This design comes from an exercise in tuning for small area and few clock cycles on the open sky130 flow, not from production work.
RTL that was checked went through simulation tests only; none was proved equivalent to the original.
Power is estimated from default activity; no workload was simulated. No driver is modelled on the clock port, so clocking that relies on it looks cheaper here than on a real chip.

Setup of v15:
Design sdp_rdma_top, start of the top module:
module sdp_rdma_top (
  input  logic        nvdla_core_clk,
  input  logic        nvdla_core_rstn,
  input  logic        csb_req_valid,
  output logic        csb_req_ready,
  input  logic        csb_req_write,
  input  logic [7:0]  csb_req_addr,
  input  logic [31:0] csb_req_wdata,
  output logic        csb_resp_valid,
  output logic        csb_resp_wr_ack,
  output logic [31:0] csb_resp_rdata,
  output logic        src_rd_req_valid,
  input  logic        src_rd_req_ready,
  output logic [31:0] src_rd_req_addr,
  input  logic        src_rd_rsp_valid,
  output logic        src_rd_rsp_ready,
  input  logic [63:0] src_rd_rsp_data,
  output logic        bs_rd_req_valid,
  input  logic        bs_rd_req_ready,
  output logic [31:0] bs_rd_req_addr,
  input  logic        bs_rd_rsp_valid,
  output logic        bs_rd_rsp_ready,
  input  logic [63:0] bs_rd_rsp_data,
  output logic        mrdma2cmux_valid,
  input  logic        mrdma2cmux_ready,
  output logic [63:0] mrdma2cmux_data,
  output logic        mrdma2cmux_last,
  output logic        brdma2dp_valid,
  input  logic        brdma2dp_ready,
  output logic [63:0] brdma2dp_data,
  output logic        brdma2dp_last
);
For scale: about 2400 cells after synthesis, about 790 flip-flops, ~410 I/O pins, about 34000 sq um of cells after synthesis.
make LEC_CHECK=0 CAP_MARGIN=20 CORE_MARGIN=2 CORE_UTILIZATION=70 CTS_BUF_LIST=sky130_fd_sc_hd__clkbuf_16 CTS_CLUSTER_DIAMETER=100 CTS_CLUSTER_SIZE=30 SLEW_MARGIN=20 finish   # period 5.0 ns
run.sh (not shown) runs the stock make flow with config.mk's settings and CLKGATE_MAP_FILE= SYNTH_SCRIPT=/design/flow/synth_recipe.tcl, a recipe that flattens the netlist after the stock synthesis.
In summary, v15 completed successfully, with a layout that passed the timing, DRC and antenna checks.
Testbench counts of v15, summed over its fixed seeds: cycles 62,552.
> inputs changed (v15 -> v29)
- removing CTS_CLUSTER_DIAMETER (formerly 100)
- removing CTS_CLUSTER_SIZE (formerly 30)
- removing CTS_BUF_LIST (formerly sky130_fd_sc_hd__clkbuf_16)
==> flow/flow/run.sh (new file) <==
#!/bin/bash
# Layout flow: the standard flow (standard.sh, unchanged synthesis) with two
# layout choices of its own:
#  - port buffers are sky130_fd_sc_hd__buf_1 instead of the default pick, so
#    every input and output still gets its own buffer, only a smaller one;
#  - clock tree synthesis without dummy loads, with its own buffer list and
#    sink clustering.
# Every tool's output goes to ORFS's own logs under orfs/logs; make's output
# goes to flow_make.log in the folder the flow runs in.
set -euo pipefail
cd "$(dirname "$0")/.."
bash standard.sh \
  "BUFFER_PORTS_ARGS=-buffer_cell sky130_fd_sc_hd__buf_1" \
  "CTS_ARGS=-sink_clustering_enable -repair_clock_nets -dont_use_dummy_load -buf_list {sky130_fd_sc_hd__clkbuf_16} -sink_clustering_size 30 -sink_clustering_max_diameter 100" \
  finish > flow_make.log 2>&1
==> flow/standard.sh (new file) <==
#!/bin/bash
# synth_recipe.tcl (not shown) runs the flow's synth.tcl, then flattens the netlist and writes it again
# the make line also repeats each setting of config.mk as NAME=value (left out here)
make -C /OpenROAD-flow-scripts/flow DESIGN_CONFIG=/design/flow/config.mk WORK_HOME=/design/flow/orfs CLKGATE_MAP_FILE= SYNTH_SCRIPT=/design/flow/synth_recipe.tcl "${@:-finish}"
removed: flow/run.sh
[summary]
v29 against v15: total power of the final layout fell by about 10%; actual transition at the worst max-transition pin rose by 0.044 ns; post-layout instance count excluding filler cells fell by 0.76%.
NOTE: sum of buffers and inverters on the critical path in v29 exceeds that of v15
Critical path depth in v29 is 2 higher than in v15
Of v15 and v29, v15 shows the higher combinational group share of total power, with v29 below it.
> inputs changed (v29 -> v49)
- swapping 70 for 80 in CORE_UTILIZATION
Notes after the runs:
- mrdma2cmux_data[41] as the destination of the critical timing path was reported by v29, and brdma2dp_data[27] by v49.
- As far as clock sink count goes, v29 and v49 are indistinguishable; the numbers are identical.
- Looking at sequential share of cell area, v49 sits 0.26 points higher than v29 does.
- There was hardly any difference in clock group power between v29 and v49.


sdp_rdma_top, a different RTL version from the one above (not shown whole).
Size: about 34000 µm² of cells after synthesis.
export LEC_CHECK = 0
export CAP_MARGIN = 20
export CORE_MARGIN = 2
export CORE_UTILIZATION = 40
export SLEW_MARGIN = 20
create_clock -name core_clock -period 5.0 [get_ports {nvdla_core_clk}]
standard.sh (not shown) runs the stock make flow with config.mk's settings and CLKGATE_MAP_FILE= SYNTH_SCRIPT=/design/flow/synth_recipe.tcl, a recipe that flattens the netlist after the stock synthesis.
==> flow/flow/run.sh <==
#!/bin/bash
# Layout flow: the standard flow (standard.sh, unchanged synthesis) with two
# layout choices of its own:
#  - port buffers are sky130_fd_sc_hd__buf_1 instead of the default pick, so
#    every input and output still gets its own buffer, only a smaller one;
#  - clock tree synthesis runs without dummy loads and with small clock buffers.
# Every tool's output goes to ORFS's own logs under orfs/logs; make's output
# goes to flow_make.log here.
set -euo pipefail
cd "$(dirname "$0")/.."
bash standard.sh \
  "BUFFER_PORTS_ARGS=-buffer_cell sky130_fd_sc_hd__buf_1" \
  "CTS_ARGS=-sink_clustering_enable -repair_clock_nets -dont_use_dummy_load -buf_list {sky130_fd_sc_hd__clkbuf_4 sky130_fd_sc_hd__clkbuf_8}" \
  finish > flow_make.log 2>&1
The starting point produced a clean layout.
Then changed:
==> flow/run.sh (new file) <==
#!/bin/bash
# synth_recipe.tcl (not shown) runs the flow's synth.tcl, then flattens the netlist and writes it again
# the make line also repeats each setting of config.mk as NAME=value (left out here)
make -C /OpenROAD-flow-scripts/flow DESIGN_CONFIG=/design/flow/config.mk WORK_HOME=/design/flow/orfs CLKGATE_MAP_FILE= SYNTH_SCRIPT=/design/flow/synth_recipe.tcl finish
removed: flow/flow/run.sh
removed: flow/standard.sh
Outcome: Hold slack gets better by 210 ps. Worst setup slack is worse by 370 ps. Cell area goes up by about 9%. Die area is unchanged. Non-clock buffer count is unchanged. Wire length came out higher by 2.7%. Final cell count rose by 0.55%. Via count drops by 0.83%. Global-route usage goes up by 0.57 points. Count of clock-buffer cells in the layout went down by 22. Power goes up by 16%.
No run of this note included a check of the RTL's function; only the layout flow was run.


Another version of the RTL of sdp_rdma_top (not shown whole).
For scale: ~2,500 cells after synthesis, about 790 flip-flops, roughly 410 I/O pins, about 34,000 sq um of cells after synthesis.
export LEC_CHECK = 0
export CAP_MARGIN = 20
export CORE_MARGIN = 2
export CORE_UTILIZATION = 65
export SLEW_MARGIN = 20
create_clock -name core_clock -period 5.0 [get_ports {nvdla_core_clk}]
==> flow/flow/run.sh <==
#!/bin/bash
# Layout flow: the standard flow (standard.sh, unchanged synthesis) with two
# layout choices of its own:
#  - port buffers are sky130_fd_sc_hd__buf_1 instead of the default pick, so
#    every input and output still gets its own buffer, only a smaller one;
#  - clock tree synthesis without dummy loads, with its own buffer list and
#    sink clustering.
# Every tool's output goes to ORFS's own logs under orfs/logs; make's output
# goes to flow_make.log in the folder the flow runs in.
set -euo pipefail
cd "$(dirname "$0")/.."
bash standard.sh \
  "BUFFER_PORTS_ARGS=-buffer_cell sky130_fd_sc_hd__buf_1" \
  "CTS_ARGS=-sink_clustering_enable -repair_clock_nets -dont_use_dummy_load -buf_list {sky130_fd_sc_hd__clkbuf_16} -sink_clustering_size 30 -sink_clustering_max_diameter 100" \
  finish > flow_make.log 2>&1
The starting point finished clean.
Testbench counts at the start, summed over its fixed seeds: cycles 62,552.
Change:
CORE_UTILIZATION = 40   (was 65)
Result: The changed run ran to the end with no violations. Critical path depth is higher by 3. Clock-buffer cell count is higher by 7. Via count goes down by 1.2%. Final cell count rose by 12%. Power increases by 3.1%. Die area climbs by 61%. Routed wire length came out higher by 12%. Register-to-register slack improved by 40 ps.

## what the ideal ports hide
No port has a modelled driver above. Below, the same layouts with a new extraction and two added sets of constraints. Step 1: set_driving_cell puts a clkbuf_16 on nvdla_core_clk and a buf_2 on each other input, an assumption about the parent block. Step 2 times the ports against the registers' clock, not the clock port: input delays grow and output delays shrink by t, the midpoint of the rising clock arrivals with the driver on. Three values: ideal ports, drivers, drivers and shift; two values: the first two.
run | t (ns) | setup slack, ns | worst data-port slew with drivers (ns)
v15 | 0.685 | 0.202 / 0.143 / 0.603 | 0.09
v29 | 0.681 | 0.504 / 0.446 / 1.003 | 0.10
v49 | 0.696 | 0.671 / 0.604 / 0.466 | 0.10
the first run of note 2 | 0.804 | 0.613 / 0.543 / 0.844 | 0.12
the second run of note 2 | 0.700 | 0.238 / 0.173 / 0.872 | 0.14
the first run of note 3 | 0.683 | 0.867 / 0.801 / 0.901 | 0.10
the second run of note 3 | 0.630 | 0.492 / 0.423 / 0.774 | 0.14
After both steps every run listed still meets setup and hold. For v49, which loses most, drivers alone change the setup slack by -0.067 ns; drivers and shift together by -0.205 ns.
